This design comes from an exercise in tuning for small area and a short achievable clock period on the open sky130 flow, not from production work. Function was checked by simulation only, so behaviour that the tests miss may differ from the original.

## run A
// fft_r2sdf_stage
module fft_r2sdf_stage #(
  parameter int unsigned N_LOG2 = 8,
  parameter int unsigned STAGE  = 0,
  parameter int unsigned DW     = 16
) (
  input  logic          clk,
  input  logic          rst_n,
  input  logic          din_valid,
  input  logic          din_sop,
  input  logic [DW-1:0] din_re,
  input  logic [DW-1:0] din_im,
  output logic          dout_valid,
  output logic          dout_sop,
  output logic [DW-1:0] dout_re,
  output logic [DW-1:0] dout_im,
  output logic [15:0]   dout_theta
);
clock: 5.5 ns
lec_check: 0
abc_clock_period_in_ps: 800
cap_margin: 20
core_margin: 2
core_utilization: 65
cts_cluster_diameter: 80
cts_cluster_size: 30
setup_slack_margin: 3.0
slew_margin: 20
standard.sh (not shown) runs the stock make flow with config.mk's settings and CLKGATE_MAP_FILE= SYNTH_SCRIPT=/design/flow/synth_recipe.tcl, a recipe that flattens the netlist after the stock synthesis.
==> flow/flow/run.sh <==
#!/bin/bash
# Standard ORFS layout, with the port buffers made from plain buffers instead of the
# delay-cell buffers buffer_ports picks by default.
set -euo pipefail
export BUFFER_PORTS_ARGS="-buffer_cell sky130_fd_sc_hd__buf_4"
bash standard.sh > standard.log 2>&1
Run A ended with every stage complete and zero timing, DRC or antenna violations.
Edits applied to the flow inputs when going from run A to run B:
==> flow/flow/run.sh <==
#!/bin/bash
# Standard ORFS layout with three changes:
#  - synthesis maps adders as plain logic (no full-adder cells) and runs a delay-oriented
#    ABC script (flow/synth.tcl, flow/abc_speed.script); registers are the standard ones;
#  - the port buffers are plain buffers instead of the delay cells buffer_ports picks.
set -euo pipefail
here=$(pwd)
export FLOW_ABC_SCRIPT=$here/flow/abc_speed.script
export BUFFER_PORTS_ARGS="-buffer_cell sky130_fd_sc_hd__buf_4"
bash standard.sh SYNTH_SCRIPT=$here/flow/synth.tcl ADDER_MAP_FILE= finish > standard.log 2>&1
==> flow/flow/abc_speed.script (new file) <==
&get -n
&st
&syn2
&if -g -K 6
&synch2
&if -g -K 6
&synch2
&nf {D}
&put
buffer -c
upsize {D}
dnsize {D}
==> flow/flow/synth.tcl (new file) <==
# synth_recipe.tcl (the standard synthesis) with one change: ABC's logic mapping runs the
# delay-oriented script flow/abc_speed.script instead of ORFS's. Registers are untouched.
proc synth {args} { yosys synth -nofsm -noshare {*}$args }
proc abc {args} {
  set i [lsearch -exact $args -script]
  if {$i >= 0} { set args [lreplace $args [expr {$i + 1}] [expr {$i + 1}] $::env(FLOW_ABC_SCRIPT)] }
  yosys abc {*}$args
}
source $::env(SCRIPTS_DIR)/synth.tcl
# left out here: clear keep_hierarchy, flatten, clean up, hide names made inside functions, write 1_2_yosys.v
diff --git a/flow/config.mk b/flow/config.mk
--- a/flow/config.mk
+++ b/flow/config.mk
@@ -6,10 +6,10 @@
 export NUM_CORES = 4
 export LEC_CHECK = 0
-export ABC_CLOCK_PERIOD_IN_PS = 800
+export ABC_CLOCK_PERIOD_IN_PS = 1000
 export CAP_MARGIN = 20
 export CORE_MARGIN = 2
-export CORE_UTILIZATION = 65
+export CORE_UTILIZATION = 75
 export CTS_CLUSTER_DIAMETER = 80
 export CTS_CLUSTER_SIZE = 30
-export SETUP_SLACK_MARGIN = 3.0
+export SETUP_SLACK_MARGIN = 3.3
 export SLEW_MARGIN = 20
Notes after the runs:
- Run B: it failed during clock tree synthesis (4_1_cts), and the tool reported DPL-0033.
- Across both runs, worst slack at placement was higher for run B than for run A.
- Vertical extent of the die, run B vs run A: down by a little under 10%
- Diff run B and run A: distinct cell type count after synthesis higher in run B
- When run B is measured against run A, its post-synthesis cell count turns out 2.1% lower.
- Die span in x ended up 32 um lower on run B than on run A.
- Xor-xnor portion of the synthesized cell area: run B and run A compared, higher one is run B
- From run A to run B, share of synthesized registers carrying an async set or reset did not move at all.
Input-level comparison between run C and run B:
==> flow/flow/run.sh <==
#!/bin/bash
# Standard ORFS layout, with the port buffers made from plain buffers instead of the
# delay-cell buffers buffer_ports picks by default.
set -euo pipefail
export BUFFER_PORTS_ARGS="-buffer_cell sky130_fd_sc_hd__buf_4"
bash standard.sh > standard.log 2>&1
diff --git a/flow/config.mk b/flow/config.mk
--- a/flow/config.mk
+++ b/flow/config.mk
@@ -6,10 +6,10 @@
 export NUM_CORES = 4
 export LEC_CHECK = 0
-export ABC_CLOCK_PERIOD_IN_PS = 1000
+export ABC_CLOCK_PERIOD_IN_PS = 2000
 export CAP_MARGIN = 20
 export CORE_MARGIN = 2
-export CORE_UTILIZATION = 75
+export CORE_UTILIZATION = 65
 export CTS_CLUSTER_DIAMETER = 80
 export CTS_CLUSTER_SIZE = 30
-export SETUP_SLACK_MARGIN = 3.3
+export SETUP_SLACK_MARGIN = 3.0
 export SLEW_MARGIN = 20
removed: flow/flow/abc_speed.script
removed: flow/flow/synth.tcl
Results
Run C: full flow OK, the timing, design-rule and antenna checks passed
Number of post-CTS setup repair buffers down 44 in run C wrt run B
Run C reports a higher number of core rows than run B does.
Across both runs, synthesized area was higher for run C than for run B.
Between run B and run C, area share of fa/ha/maj cells after synthesis is higher for run C, run B comes in under that.
Compared to run B, run C has share of synthesized area occupied by flip-flops and latches 0.52 points lower.
Run B → run C: die span in x increased 7.6%, mean area per synthesized cell shows a reduction of 0.38 um^2.
[inputs] run D vs run C
==> flow/flow/run.sh <==
#!/bin/bash
# Standard ORFS layout without the full-adder cell mapping, with the port buffers made from plain buffers instead of the
# delay-cell buffers buffer_ports picks by default.
set -euo pipefail
export BUFFER_PORTS_ARGS="-buffer_cell sky130_fd_sc_hd__buf_4"
bash standard.sh ADDER_MAP_FILE= finish > standard.log 2>&1
Results
Compared with run C, run D shows a lower finished layout cell area.
Changes observed in run D relative to run C: tightest slew margin relative to the limit now larger, post-route clock period utilization now larger.
Input-level comparison between run E and run D:
==> flow/flow/run.sh <==
#!/bin/bash
# Standard ORFS layout with three changes:
#  - synthesis maps adders as plain logic (no full-adder cells) and runs a delay-oriented
#    ABC script (flow/synth.tcl, flow/abc_speed.script); registers are the standard ones;
#  - the port buffers are plain buffers instead of the delay cells buffer_ports picks.
#  - all pins are placed on the middle of the left edge, so the datapath sits next to them.
set -euo pipefail
here=$(pwd)
export FLOW_ABC_SCRIPT=$here/flow/abc_speed.script
export FLOW_ABC_DONT_USE=$here/flow/abc_dont_use.txt
export BUFFER_PORTS_ARGS="-buffer_cell sky130_fd_sc_hd__buf_4"
export PLACE_PINS_ARGS="-exclude top:* -exclude bottom:* -exclude right:* -exclude left:0-170 -exclude left:280-452"
bash standard.sh SYNTH_SCRIPT=$here/flow/synth.tcl ADDER_MAP_FILE= finish > standard.log 2>&1
==> flow/flow/abc_dont_use.txt (new file) <==
sky130_fd_sc_hd__maj3_* sky130_fd_sc_hd__or4* sky130_fd_sc_hd__nor4* sky130_fd_sc_hd__and4* sky130_fd_sc_hd__nand4* sky130_fd_sc_hd__*2111* sky130_fd_sc_hd__*311*
==> flow/flow/abc_speed.script (new file) <==
&get -n
&st
&syn2
&if -g -K 6
&synch2
&if -g -K 6
&synch2
&nf {D}
&put
buffer -c
upsize {D}
dnsize {D}
==> flow/flow/synth.tcl (new file) <==
# synth_recipe.tcl (the standard synthesis) with one change: ABC's logic mapping runs the
# delay-oriented script flow/abc_speed.script instead of ORFS's, and does not map to the
# slow complex cells listed in flow/abc_dont_use.txt. Registers are untouched.
proc synth {args} { yosys synth -nofsm -noshare {*}$args }
proc abc {args} {
  set i [lsearch -exact $args -script]
  if {$i >= 0} { set args [lreplace $args [expr {$i + 1}] [expr {$i + 1}] $::env(FLOW_ABC_SCRIPT)] }
  set f [open $::env(FLOW_ABC_DONT_USE)]
  foreach c [read $f] { lappend args -dont_use $c }
  close $f
  yosys abc {*}$args
}
source $::env(SCRIPTS_DIR)/synth.tcl
# left out here: clear keep_hierarchy, flatten, clean up, hide names made inside functions, write 1_2_yosys.v
diff --git a/flow/config.mk b/flow/config.mk
--- a/flow/config.mk
+++ b/flow/config.mk
@@ -6,5 +6,5 @@
 export NUM_CORES = 4
 export LEC_CHECK = 0
-export ABC_CLOCK_PERIOD_IN_PS = 2000
+export ABC_CLOCK_PERIOD_IN_PS = 1000
 export CAP_MARGIN = 20
 export CORE_MARGIN = 2
@@ -12,4 +12,4 @@
 export CTS_CLUSTER_DIAMETER = 80
 export CTS_CLUSTER_SIZE = 30
-export SETUP_SLACK_MARGIN = 3.0
+export SETUP_SLACK_MARGIN = 3.2
 export SLEW_MARGIN = 20
Findings:
- Reported for run E and run D, number of synthesized flops with an enable pin turned out identical to the last digit.
- Run D → run E: synthesized-area fraction occupied by adder cells stayed essentially flat, height of the chip stayed essentially flat, die span in x stayed essentially flat.
- Status: run E FAILED at I/O pin placement (3_2_place_iop) (tool error)
- Xor/xnor cell area share of the yosys netlist was higher in the run labelled run E.
- Compared with run D, run E shows compound-cell area share of the yosys netlist lower by 0.27 points.
- Synthesized area delta (run D -> run E): insignificant
- Run E against run D: multiplexer share of the synthesized area held; synthesized cell count lost about 0.46%.
Relative to run E, the following input files were edited for run F:
==> flow/flow/run.sh <==
#!/bin/bash
# Standard ORFS layout without the full-adder cell mapping, with the port buffers made from plain buffers instead of the
# delay-cell buffers buffer_ports picks by default.
set -euo pipefail
export BUFFER_PORTS_ARGS="-buffer_cell sky130_fd_sc_hd__buf_4"
bash standard.sh ADDER_MAP_FILE= finish > standard.log 2>&1
diff --git a/flow/config.mk b/flow/config.mk
--- a/flow/config.mk
+++ b/flow/config.mk
@@ -6,5 +6,5 @@
 export NUM_CORES = 4
 export LEC_CHECK = 0
-export ABC_CLOCK_PERIOD_IN_PS = 1000
+export ABC_CLOCK_PERIOD_IN_PS = 800
 export CAP_MARGIN = 20
 export CORE_MARGIN = 2
@@ -12,4 +12,4 @@
 export CTS_CLUSTER_DIAMETER = 80
 export CTS_CLUSTER_SIZE = 30
-export SETUP_SLACK_MARGIN = 3.2
+export SETUP_SLACK_MARGIN = 3.0
 export SLEW_MARGIN = 20
removed: flow/flow/abc_dont_use.txt
removed: flow/flow/abc_speed.script
removed: flow/flow/synth.tcl
### Flow results
- Compared run E against run F; area fraction in and, or, nand and nor cells after synthesis within noise.
- Between run E and run F, the starting density of the core figures differ only marginally.
- Between run F and run E, the vertical die dimension does not differ in any meaningful way.
- Summary — synthesized-area fraction occupied by ao, oa, aoi and oai cells, run F relative to run E: higher, by 0.27 points.
- What ended run E was a tool error in I/O pin placement (3_2_place_iop); the run never finished.
- Run F: all stages complete, timing, DRC and antenna checks passed
- Run F vs. run E: average instance area after synthesis moved down; number of distinct standard cells referenced by the synthesized netlist moved up.
- ~same post-synthesis adder-cell area fraction in run F and run E
- Area after synthesis across run F and run E: no real change.

-- what the ideal ports hide --
How much do the figures lean on ideal ports? The routed layouts below were timed once more, with nothing changed but the port constraints.
Step 1: set_driving_cell puts a clkbuf_16 on clk and a buf_2 on each other input, an assumption about the parent block.
Step 2 moves the port delays by t, midway between the first and last clock arrival at a register: inputs arrive t later, outputs are due t later. That takes back most of the time a late clock gives input paths.
a / b / c = ideal ports / drivers / drivers and shift; a / b = the first two.
run | shift t [ns] | slack for setup (ns) | hold WS [ns] | worst data-port slew with drivers (ns)
run A | 0.907 | 2.528 / 2.528 / 1.732 | 0.116 / 0.058 / 0.402 | 0.26
run C | 0.907 | 2.528 / 2.528 / 1.732 | 0.116 / 0.058 / 0.402 | 0.26
run D | 0.912 | 2.376 / 2.376 / 1.568 | 0.094 / 0.030 / 0.400 | 0.18
run F | 0.912 | 2.376 / 2.376 / 1.568 | 0.094 / 0.030 / 0.400 | 0.18
After both steps every run listed still meets setup and hold.
